From an optimization exercise on the open Yosys and OpenROAD flow, aimed at small area; shortcuts taken in it are not production practice. RTL that was checked went through simulation tests only; none was proved equivalent to the original.

==> run C <==
Design aipWrapper, start of the top module:
module aipWrapper (
  input  logic                       clk,
  input  logic                       rst,
  input  logic                       en_i,
  input  aipPkg::configCode_e        config_i,
  input  aipPkg::data_t              data_i,
  input  logic                       write_i,
  input  logic                       read_i,
  input  logic                       start_i,
  input  logic [4:0]                 memInRdAddr_i,
  input  logic                       memOutWrEn_i,
  input  logic [5:0]                 memOutWrAddr_i,
  input  aipPkg::data_t              memOutWrData_i,
  input  logic                       coreBusy_i,
  input  logic                       coreDone_i,
  output aipPkg::data_t              dataOut_o,
  output logic                       intAIP_o,
  output aipPkg::data_t              memInRdData_o,
  output logic [2*aipPkg::DataWidth-1:0] confData_o,
  output logic                       coreStart_o
);
==> module aipDualPortRam, before the edit <==
module aipDualPortRam #(
  parameter int AddrWidth = 5,
  localparam int Depth = 2**AddrWidth,
  localparam int Groups = Depth / 3,           
  localparam int Leaves = Groups + Depth % 3,  
  localparam int Parts = (Leaves + 3) / 4,
  localparam int Slices = 2,                    
  localparam int SliceWidth = aipPkg::DataWidth / Slices
) (
  input  logic                 clk,
  input  logic                 wrEn_i,
  input  logic [AddrWidth-1:0] wrAddr_i,
  input  aipPkg::data_t        wrData_i,
  input  logic [AddrWidth-1:0] rdAddr_i,
  output logic [Parts-1:0][aipPkg::DataWidth-1:0] rdPart_o
);
  logic [Depth-1:0][aipPkg::DataWidth-1:0] mem;
  logic [Slices-1:0][Depth-1:0] wrSel;
  logic [Slices-1:0][Depth-1:0] rdSel;
  logic [(2**(AddrWidth-3))-1:0] wrHiN, rdHiN;
  logic [7:0]                    wrLoN, rdLoN;
  aipPredecoder #(.AddrWidth(AddrWidth)) wrPre_inst (
    .en_i  (wrEn_i),
    .addr_i(wrAddr_i),
    .hiN_o (wrHiN),
    .loN_o (wrLoN)
  );
  aipPredecoder #(.AddrWidth(AddrWidth)) rdPre_inst (
    .en_i  (1'b1),
    .addr_i(rdAddr_i),
    .hiN_o (rdHiN),
    .loN_o (rdLoN)
  );
  for (genvar s = 0; s < Slices; s++) begin : gen_slice
    aipSelect #(.AddrWidth(AddrWidth)) wrSel_inst (
      .hiN_i(wrHiN),
      .loN_i(wrLoN),
      .sel_o(wrSel[s])
    );
    aipSelect #(.AddrWidth(AddrWidth)) rdSel_inst (
      .hiN_i(rdHiN),
      .loN_i(rdLoN),
      .sel_o(rdSel[s])
    );
  end
  always_ff @(posedge clk) begin
    for (int k = 0; k < Depth; k++) begin
      for (int s = 0; s < Slices; s++) begin
        if (wrSel[s][k]) begin
          mem[k][s*SliceWidth +: SliceWidth] <= wrData_i[s*SliceWidth +: SliceWidth];
        end
      end
    end
  end
  for (genvar b = 0; b < aipPkg::DataWidth; b++) begin : gen_bit
    logic [4*Parts-1:0] leafN;   
    for (genvar g = 0; g < Groups; g++) begin : gen_grp
      aipAoi222 aoi_inst (
        .a0(mem[3*g][b]),   .s0(rdSel[b/SliceWidth][3*g]),
        .a1(mem[3*g+1][b]), .s1(rdSel[b/SliceWidth][3*g+1]),
        .a2(mem[3*g+2][b]), .s2(rdSel[b/SliceWidth][3*g+2]),
        .y_n(leafN[g])
      );
    end
    for (genvar r = 0; r < Depth % 3; r++) begin : gen_rest
      aipNand2 nand_inst (
        .a(mem[3*Groups+r][b]), .b(rdSel[b/SliceWidth][3*Groups+r]),
        .y_n(leafN[Groups+r])
      );
    end
    for (genvar l = Leaves; l < 4*Parts; l++) begin : gen_pad
      assign leafN[l] = 1'b1;
    end
    for (genvar p = 0; p < Parts; p++) begin : gen_part
      if (4*p + 2 >= Leaves) begin : gen_two
        aipNand2 nand_inst (
          .a(leafN[4*p]), .b(leafN[4*p+1]),
          .y_n(rdPart_o[p][b])
        );
      end else if (4*p + 3 >= Leaves) begin : gen_three
        aipNand3 nand_inst (
          .a(leafN[4*p]), .b(leafN[4*p+1]), .c(leafN[4*p+2]),
          .y_n(rdPart_o[p][b])
        );
      end else begin : gen_four
        aipNand4 nand_inst (
          .a(leafN[4*p]), .b(leafN[4*p+1]), .c(leafN[4*p+2]), .d(leafN[4*p+3]),
          .y_n(rdPart_o[p][b])
        );
      end
    end
  end
endmodule
==> module aipPredecoder, before the edit <==
module aipPredecoder #(
  parameter int AddrWidth = 5
) (
  input  logic                          en_i,
  input  logic [AddrWidth-1:0]          addr_i,
  output logic [(2**(AddrWidth-3))-1:0] hiN_o,
  output logic [7:0]                    loN_o
);
  always_comb begin
    for (int h = 0; h < 2**(AddrWidth-3); h++) begin
      hiN_o[h] = !(en_i && (addr_i[AddrWidth-1:3] == (AddrWidth-3)'(h)));
    end
    for (int l = 0; l < 8; l++) begin
      loN_o[l] = !(addr_i[2:0] == 3'(l));
    end
  end
endmodule
==> module aipSelect, before the edit <==
module aipSelect #(
  parameter int AddrWidth = 5,
  localparam int Depth = 2**AddrWidth
) (
  input  logic [(2**(AddrWidth-3))-1:0] hiN_i,
  input  logic [7:0]                    loN_i,
  output logic [Depth-1:0]              sel_o
);
  always_comb begin
    for (int k = 0; k < Depth; k++) begin
      sel_o[k] = !(hiN_i[k / 8] || loN_i[k % 8]);
    end
  end
endmodule
clock: 10.0 ns
lec_check: 0
cap_margin: 15
core_margin: 2
core_utilization: 70
slew_margin: 15
synth_hierarchical: 1
synth_minimum_keep_size: 0
standard.sh (not shown) runs the stock make flow with config.mk's settings and CLKGATE_MAP_FILE= SYNTH_SCRIPT=/design/flow/synth_recipe.tcl, a recipe that flattens the netlist after the stock synthesis.
==> flow/flow/run.sh <==
#!/bin/bash
export BUFFER_PORTS_ARGS="-buffer_cell sky130_fd_sc_hd__buf_1"
export CTS_ARGS="-sink_clustering_enable -repair_clock_nets -dont_use_dummy_load -buf_list {sky130_fd_sc_hd__clkbuf_8 sky130_fd_sc_hd__clkbuf_16} -sink_clustering_buffer sky130_fd_sc_hd__clkbuf_8 -sink_clustering_size 18 -sink_clustering_max_diameter 50"
export PRE_RESIZE_TCL="$PWD/flow/rm_place_buffers.tcl"
bash standard.sh "DONT_USE_CELLS=sky130_fd_sc_hd__probe_p_8 sky130_fd_sc_hd__probec_p_8 sky130_fd_sc_hd__lpflow_bleeder_1 sky130_fd_sc_hd__lpflow_clkbufkapwr_1 sky130_fd_sc_hd__lpflow_clkbufkapwr_16 sky130_fd_sc_hd__lpflow_clkbufkapwr_2 sky130_fd_sc_hd__lpflow_clkbufkapwr_4 sky130_fd_sc_hd__lpflow_clkbufkapwr_8 sky130_fd_sc_hd__lpflow_clkinvkapwr_1 sky130_fd_sc_hd__lpflow_clkinvkapwr_16 sky130_fd_sc_hd__lpflow_clkinvkapwr_2 sky130_fd_sc_hd__lpflow_clkinvkapwr_4 sky130_fd_sc_hd__lpflow_clkinvkapwr_8 sky130_fd_sc_hd__lpflow_decapkapwr_12 sky130_fd_sc_hd__lpflow_decapkapwr_3 sky130_fd_sc_hd__lpflow_decapkapwr_4 sky130_fd_sc_hd__lpflow_decapkapwr_6 sky130_fd_sc_hd__lpflow_decapkapwr_8 sky130_fd_sc_hd__lpflow_inputiso0n_1 sky130_fd_sc_hd__lpflow_inputiso0p_1 sky130_fd_sc_hd__lpflow_inputiso1n_1 sky130_fd_sc_hd__lpflow_inputiso1p_1 sky130_fd_sc_hd__lpflow_inputisolatch_1 sky130_fd_sc_hd__lpflow_isobufsrc_1 sky130_fd_sc_hd__lpflow_isobufsrc_16 sky130_fd_sc_hd__lpflow_isobufsrc_2 sky130_fd_sc_hd__lpflow_isobufsrc_4 sky130_fd_sc_hd__lpflow_isobufsrc_8 sky130_fd_sc_hd__lpflow_isobufsrckapwr_16 sky130_fd_sc_hd__lpflow_lsbuf_lh_hl_isowell_tap_1 sky130_fd_sc_hd__lpflow_lsbuf_lh_hl_isowell_tap_2 sky130_fd_sc_hd__lpflow_lsbuf_lh_hl_isowell_tap_4 sky130_fd_sc_hd__lpflow_lsbuf_lh_isowell_4 sky130_fd_sc_hd__lpflow_lsbuf_lh_isowell_tap_1 sky130_fd_sc_hd__lpflow_lsbuf_lh_isowell_tap_2 sky130_fd_sc_hd__lpflow_lsbuf_lh_isowell_tap_4 sky130_fd_sc_hd__buf_6 sky130_fd_sc_hd__buf_8 sky130_fd_sc_hd__buf_12 sky130_fd_sc_hd__buf_16" finish > standard.log 2>&1
==> flow/flow/rm_place_buffers.tcl <==
# Drop the buffers that timing-driven global placement inserted while the
# placement was still spread out; repair_design re-buffers on the final one.
set place_bufs [get_cells -quiet place*]
puts "Removing [llength $place_bufs] global-placement buffers"
if { [llength $place_bufs] > 0 } {
  remove_buffers $place_bufs
}
==> run A (differences from run C) <==
--- a/flow/design.v
+++ b/flow/design.v
@@ -31,7 +31,5 @@
   localparam int Groups = Depth / 3,           
   localparam int Leaves = Groups + Depth % 3,  
-  localparam int Parts = (Leaves + 3) / 4,
-  localparam int Slices = 2,                    
-  localparam int SliceWidth = aipPkg::DataWidth / Slices
+  localparam int Parts = (Leaves + 3) / 4
 ) (
   input  logic                 clk,
@@ -43,38 +41,20 @@
 );
   logic [Depth-1:0][aipPkg::DataWidth-1:0] mem;
-  logic [Slices-1:0][Depth-1:0] wrSel;
-  logic [Slices-1:0][Depth-1:0] rdSel;
-  logic [(2**(AddrWidth-3))-1:0] wrHiN, rdHiN;
-  logic [7:0]                    wrLoN, rdLoN;
-  aipPredecoder #(.AddrWidth(AddrWidth)) wrPre_inst (
+  logic [Depth-1:0] wrSel;
+  logic [Depth-1:0] rdSel;
+  aipDecoder #(.AddrWidth(AddrWidth)) wrDec_inst (
     .en_i  (wrEn_i),
     .addr_i(wrAddr_i),
-    .hiN_o (wrHiN),
-    .loN_o (wrLoN)
+    .sel_o (wrSel)
   );
-  aipPredecoder #(.AddrWidth(AddrWidth)) rdPre_inst (
+  aipDecoder #(.AddrWidth(AddrWidth)) rdDec_inst (
     .en_i  (1'b1),
     .addr_i(rdAddr_i),
-    .hiN_o (rdHiN),
-    .loN_o (rdLoN)
+    .sel_o (rdSel)
   );
-  for (genvar s = 0; s < Slices; s++) begin : gen_slice
-    aipSelect #(.AddrWidth(AddrWidth)) wrSel_inst (
-      .hiN_i(wrHiN),
-      .loN_i(wrLoN),
-      .sel_o(wrSel[s])
-    );
-    aipSelect #(.AddrWidth(AddrWidth)) rdSel_inst (
-      .hiN_i(rdHiN),
-      .loN_i(rdLoN),
-      .sel_o(rdSel[s])
-    );
-  end
   always_ff @(posedge clk) begin
     for (int k = 0; k < Depth; k++) begin
-      for (int s = 0; s < Slices; s++) begin
-        if (wrSel[s][k]) begin
-          mem[k][s*SliceWidth +: SliceWidth] <= wrData_i[s*SliceWidth +: SliceWidth];
-        end
+      if (wrSel[k]) begin
+        mem[k] <= wrData_i;
       end
     end
@@ -84,7 +64,7 @@
     for (genvar g = 0; g < Groups; g++) begin : gen_grp
       aipAoi222 aoi_inst (
-        .a0(mem[3*g][b]),   .s0(rdSel[b/SliceWidth][3*g]),
-        .a1(mem[3*g+1][b]), .s1(rdSel[b/SliceWidth][3*g+1]),
-        .a2(mem[3*g+2][b]), .s2(rdSel[b/SliceWidth][3*g+2]),
+        .a0(mem[3*g][b]),   .s0(rdSel[3*g]),
+        .a1(mem[3*g+1][b]), .s1(rdSel[3*g+1]),
+        .a2(mem[3*g+2][b]), .s2(rdSel[3*g+2]),
         .y_n(leafN[g])
       );
@@ -92,5 +72,5 @@
     for (genvar r = 0; r < Depth % 3; r++) begin : gen_rest
       aipNand2 nand_inst (
-        .a(mem[3*Groups+r][b]), .b(rdSel[b/SliceWidth][3*Groups+r]),
+        .a(mem[3*Groups+r][b]), .b(rdSel[3*Groups+r]),
         .y_n(leafN[Groups+r])
       );
@@ -119,32 +99,15 @@
   end
 endmodule
-module aipPredecoder #(
-  parameter int AddrWidth = 5
-) (
-  input  logic                          en_i,
-  input  logic [AddrWidth-1:0]          addr_i,
-  output logic [(2**(AddrWidth-3))-1:0] hiN_o,
-  output logic [7:0]                    loN_o
-);
-  always_comb begin
-    for (int h = 0; h < 2**(AddrWidth-3); h++) begin
-      hiN_o[h] = !(en_i && (addr_i[AddrWidth-1:3] == (AddrWidth-3)'(h)));
-    end
-    for (int l = 0; l < 8; l++) begin
-      loN_o[l] = !(addr_i[2:0] == 3'(l));
-    end
-  end
-endmodule
-module aipSelect #(
+module aipDecoder #(
   parameter int AddrWidth = 5,
   localparam int Depth = 2**AddrWidth
 ) (
-  input  logic [(2**(AddrWidth-3))-1:0] hiN_i,
-  input  logic [7:0]                    loN_i,
-  output logic [Depth-1:0]              sel_o
+  input  logic                 en_i,
+  input  logic [AddrWidth-1:0] addr_i,
+  output logic [Depth-1:0]     sel_o
 );
   always_comb begin
     for (int k = 0; k < Depth; k++) begin
-      sel_o[k] = !(hiN_i[k / 8] || loN_i[k % 8]);
+      sel_o[k] = en_i && (addr_i == AddrWidth'(k));
     end
   end
==> flow/flow/run.sh (replaced) <==
#!/bin/bash
export BUFFER_PORTS_ARGS="-buffer_cell sky130_fd_sc_hd__buf_1"
export CTS_ARGS="-sink_clustering_enable -repair_clock_nets -dont_use_dummy_load -buf_list {sky130_fd_sc_hd__clkbuf_8 sky130_fd_sc_hd__clkbuf_16} -sink_clustering_buffer sky130_fd_sc_hd__clkbuf_8 -sink_clustering_size 18 -sink_clustering_max_diameter 50"
export PRE_RESIZE_TCL="$PWD/flow/rm_place_buffers.tcl"
export RECOVER_POWER=100
bash standard.sh > standard.log 2>&1
Settings changed: CAP_MARGIN 15 to 10, SLEW_MARGIN 15 to 10.
==> run X (differences from run C) <==
--- a/flow/design.v
+++ b/flow/design.v
@@ -32,6 +32,8 @@
   localparam int Leaves = Groups + Depth % 3,  
   localparam int Parts = (Leaves + 3) / 4,
-  localparam int Slices = 2,                    
-  localparam int SliceWidth = aipPkg::DataWidth / Slices
+  localparam int WrSlices = 4,                  
+  localparam int RdSlices = 2,                  
+  localparam int WrSliceWidth = aipPkg::DataWidth / WrSlices,
+  localparam int RdSliceWidth = aipPkg::DataWidth / RdSlices
 ) (
   input  logic                 clk,
@@ -43,6 +45,6 @@
 );
   logic [Depth-1:0][aipPkg::DataWidth-1:0] mem;
-  logic [Slices-1:0][Depth-1:0] wrSel;
-  logic [Slices-1:0][Depth-1:0] rdSel;
+  logic [WrSlices-1:0][Depth-1:0] wrSel;
+  logic [RdSlices-1:0][Depth-1:0] rdSel;
   logic [(2**(AddrWidth-3))-1:0] wrHiN, rdHiN;
   logic [7:0]                    wrLoN, rdLoN;
@@ -59,5 +61,5 @@
     .loN_o (rdLoN)
   );
-  for (genvar s = 0; s < Slices; s++) begin : gen_slice
+  for (genvar s = 0; s < WrSlices; s++) begin : gen_wr_slice
     aipSelect #(.AddrWidth(AddrWidth)) wrSel_inst (
       .hiN_i(wrHiN),
@@ -65,4 +67,6 @@
       .sel_o(wrSel[s])
     );
+  end
+  for (genvar s = 0; s < RdSlices; s++) begin : gen_rd_slice
     aipSelect #(.AddrWidth(AddrWidth)) rdSel_inst (
       .hiN_i(rdHiN),
@@ -73,7 +77,7 @@
   always_ff @(posedge clk) begin
     for (int k = 0; k < Depth; k++) begin
-      for (int s = 0; s < Slices; s++) begin
+      for (int s = 0; s < WrSlices; s++) begin
         if (wrSel[s][k]) begin
-          mem[k][s*SliceWidth +: SliceWidth] <= wrData_i[s*SliceWidth +: SliceWidth];
+          mem[k][s*WrSliceWidth +: WrSliceWidth] <= wrData_i[s*WrSliceWidth +: WrSliceWidth];
         end
       end
@@ -84,7 +88,7 @@
     for (genvar g = 0; g < Groups; g++) begin : gen_grp
       aipAoi222 aoi_inst (
-        .a0(mem[3*g][b]),   .s0(rdSel[b/SliceWidth][3*g]),
-        .a1(mem[3*g+1][b]), .s1(rdSel[b/SliceWidth][3*g+1]),
-        .a2(mem[3*g+2][b]), .s2(rdSel[b/SliceWidth][3*g+2]),
+        .a0(mem[3*g][b]),   .s0(rdSel[b/RdSliceWidth][3*g]),
+        .a1(mem[3*g+1][b]), .s1(rdSel[b/RdSliceWidth][3*g+1]),
+        .a2(mem[3*g+2][b]), .s2(rdSel[b/RdSliceWidth][3*g+2]),
         .y_n(leafN[g])
       );
@@ -92,5 +96,5 @@
     for (genvar r = 0; r < Depth % 3; r++) begin : gen_rest
       aipNand2 nand_inst (
-        .a(mem[3*Groups+r][b]), .b(rdSel[b/SliceWidth][3*Groups+r]),
+        .a(mem[3*Groups+r][b]), .b(rdSel[b/RdSliceWidth][3*Groups+r]),
         .y_n(leafN[Groups+r])
       );
==> flow/flow/rm_place_buffers.tcl (replaced) <==
# Drop the buffers that timing-driven global placement inserted (named
# place*) while the placement was still spread out; repair_design
# re-buffers on the final placement. Port buffers (input*/output*) stay.
set place_bufs {}
foreach c [get_cells -quiet place*] {
  lappend place_bufs [get_full_name $c]
}
puts "Removing [llength $place_bufs] global-placement buffers"
if { [llength $place_bufs] > 0 } {
  remove_buffers {*}$place_bufs
}
==> flow_summary.json <==
{
  "clkLatencyLatePin_ns": 0.80,
  "fin_hold_ws_ns": 0.513,
  "status": "complete, no violations",
  "maxCapViolCount": 0,
  "syn_to_final_growth_pct": 6.19,
  "utilization": 0.750,
  "p_leak_nw": 35.9,
  "dr_total_vias": 62302,
  "inv_count": 8,
  "design.core.area_um2": 159000,
  "final_cells": 8014,
  "powerSeq_mw": 14.6,
  "dr_wl_met2_um": 136000,
  "clk_pin_slew_worst_paths_ns": 0.10,
  "timing.slew.headroom": 0.151,
  "synthCells": 5575,
  "period_share": 0.777,
  "power_mw": 21.6
}
# the run above: run X

==> flow_summary.json <==
{
  "slew_violations": 3096,
  "violatedChecks": "max-capacitance violations, max-slew violations",
  "syn_to_final_growth_pct": 6.99,
  "powerSeq_mw": 14.7,
  "dr_wl_met2_um": 143000,
  "design.core.area_um2": 156000,
  "period_share": 0.847,
  "dr_total_vias": 60150,
  "maxCapViolCount": 136,
  "p_leak_nw": 35.3,
  "utilization": 0.754,
  "status": "complete, but fails checks",
  "clkLatencyLatePin_ns": 0.79,
  "clk_pin_slew_worst_paths_ns": 0.08
}
# the run above: run A

==> flow_summary.json <==
{
  "status": "complete, no violations",
  "dr_wl_met2_um": 134000,
  "design.core.area_um2": 158000,
  "timing.slew.headroom": 0.137,
  "synthCells": 5342,
  "fin_hold_ws_ns": 0.533,
  "period_share": 0.753,
  "final_cells": 7750,
  "utilization": 0.751,
  "clkLatencyLatePin_ns": 0.82,
  "maxCapViolCount": 0,
  "p_leak_nw": 36.0,
  "clk_pin_slew_worst_paths_ns": 0.11,
  "powerSeq_mw": 14.7
}
# the run above: run C

Function not checked in run C: the RTL went through the layout flow alone.

-- afterwards: timing with drivers on the ports --
Ports are ideal in the flow. The routed layouts listed here were re-timed in OpenROAD. Step 1 assumes that a clkbuf_16 drives the clock port and a buf_2 every other input. Step 2 adds t to the input delays and takes it off the output delays; t is the mean of the earliest and latest rising clock arrival at the registers after step 1. Input paths then give back, and output paths get back, about the clock's delay inside the block. a / b / c = ideal ports / drivers / drivers and shift; a / b = the first two.
run	t, ns	slack for setup (ns)	worst setup path at the end	slew violations	capacitance violations
run C	0.879	2.468 / 2.377 / 3.103	input to output	0 / 80	0 / 1
run A	0.867	1.529 / 1.446 / 1.446	input to output	3096 / 3306	136 / 139
run X	0.897	2.226 / 2.133 / 2.844	input to output	0 / 0	0 / 0
The drivers bring new slew violations in run C and run A. With drivers on, capacitance violations rise in run C and run A. For run A, which loses most, drivers alone change the setup slack by -0.083 ns; drivers and shift together by -0.083 ns.
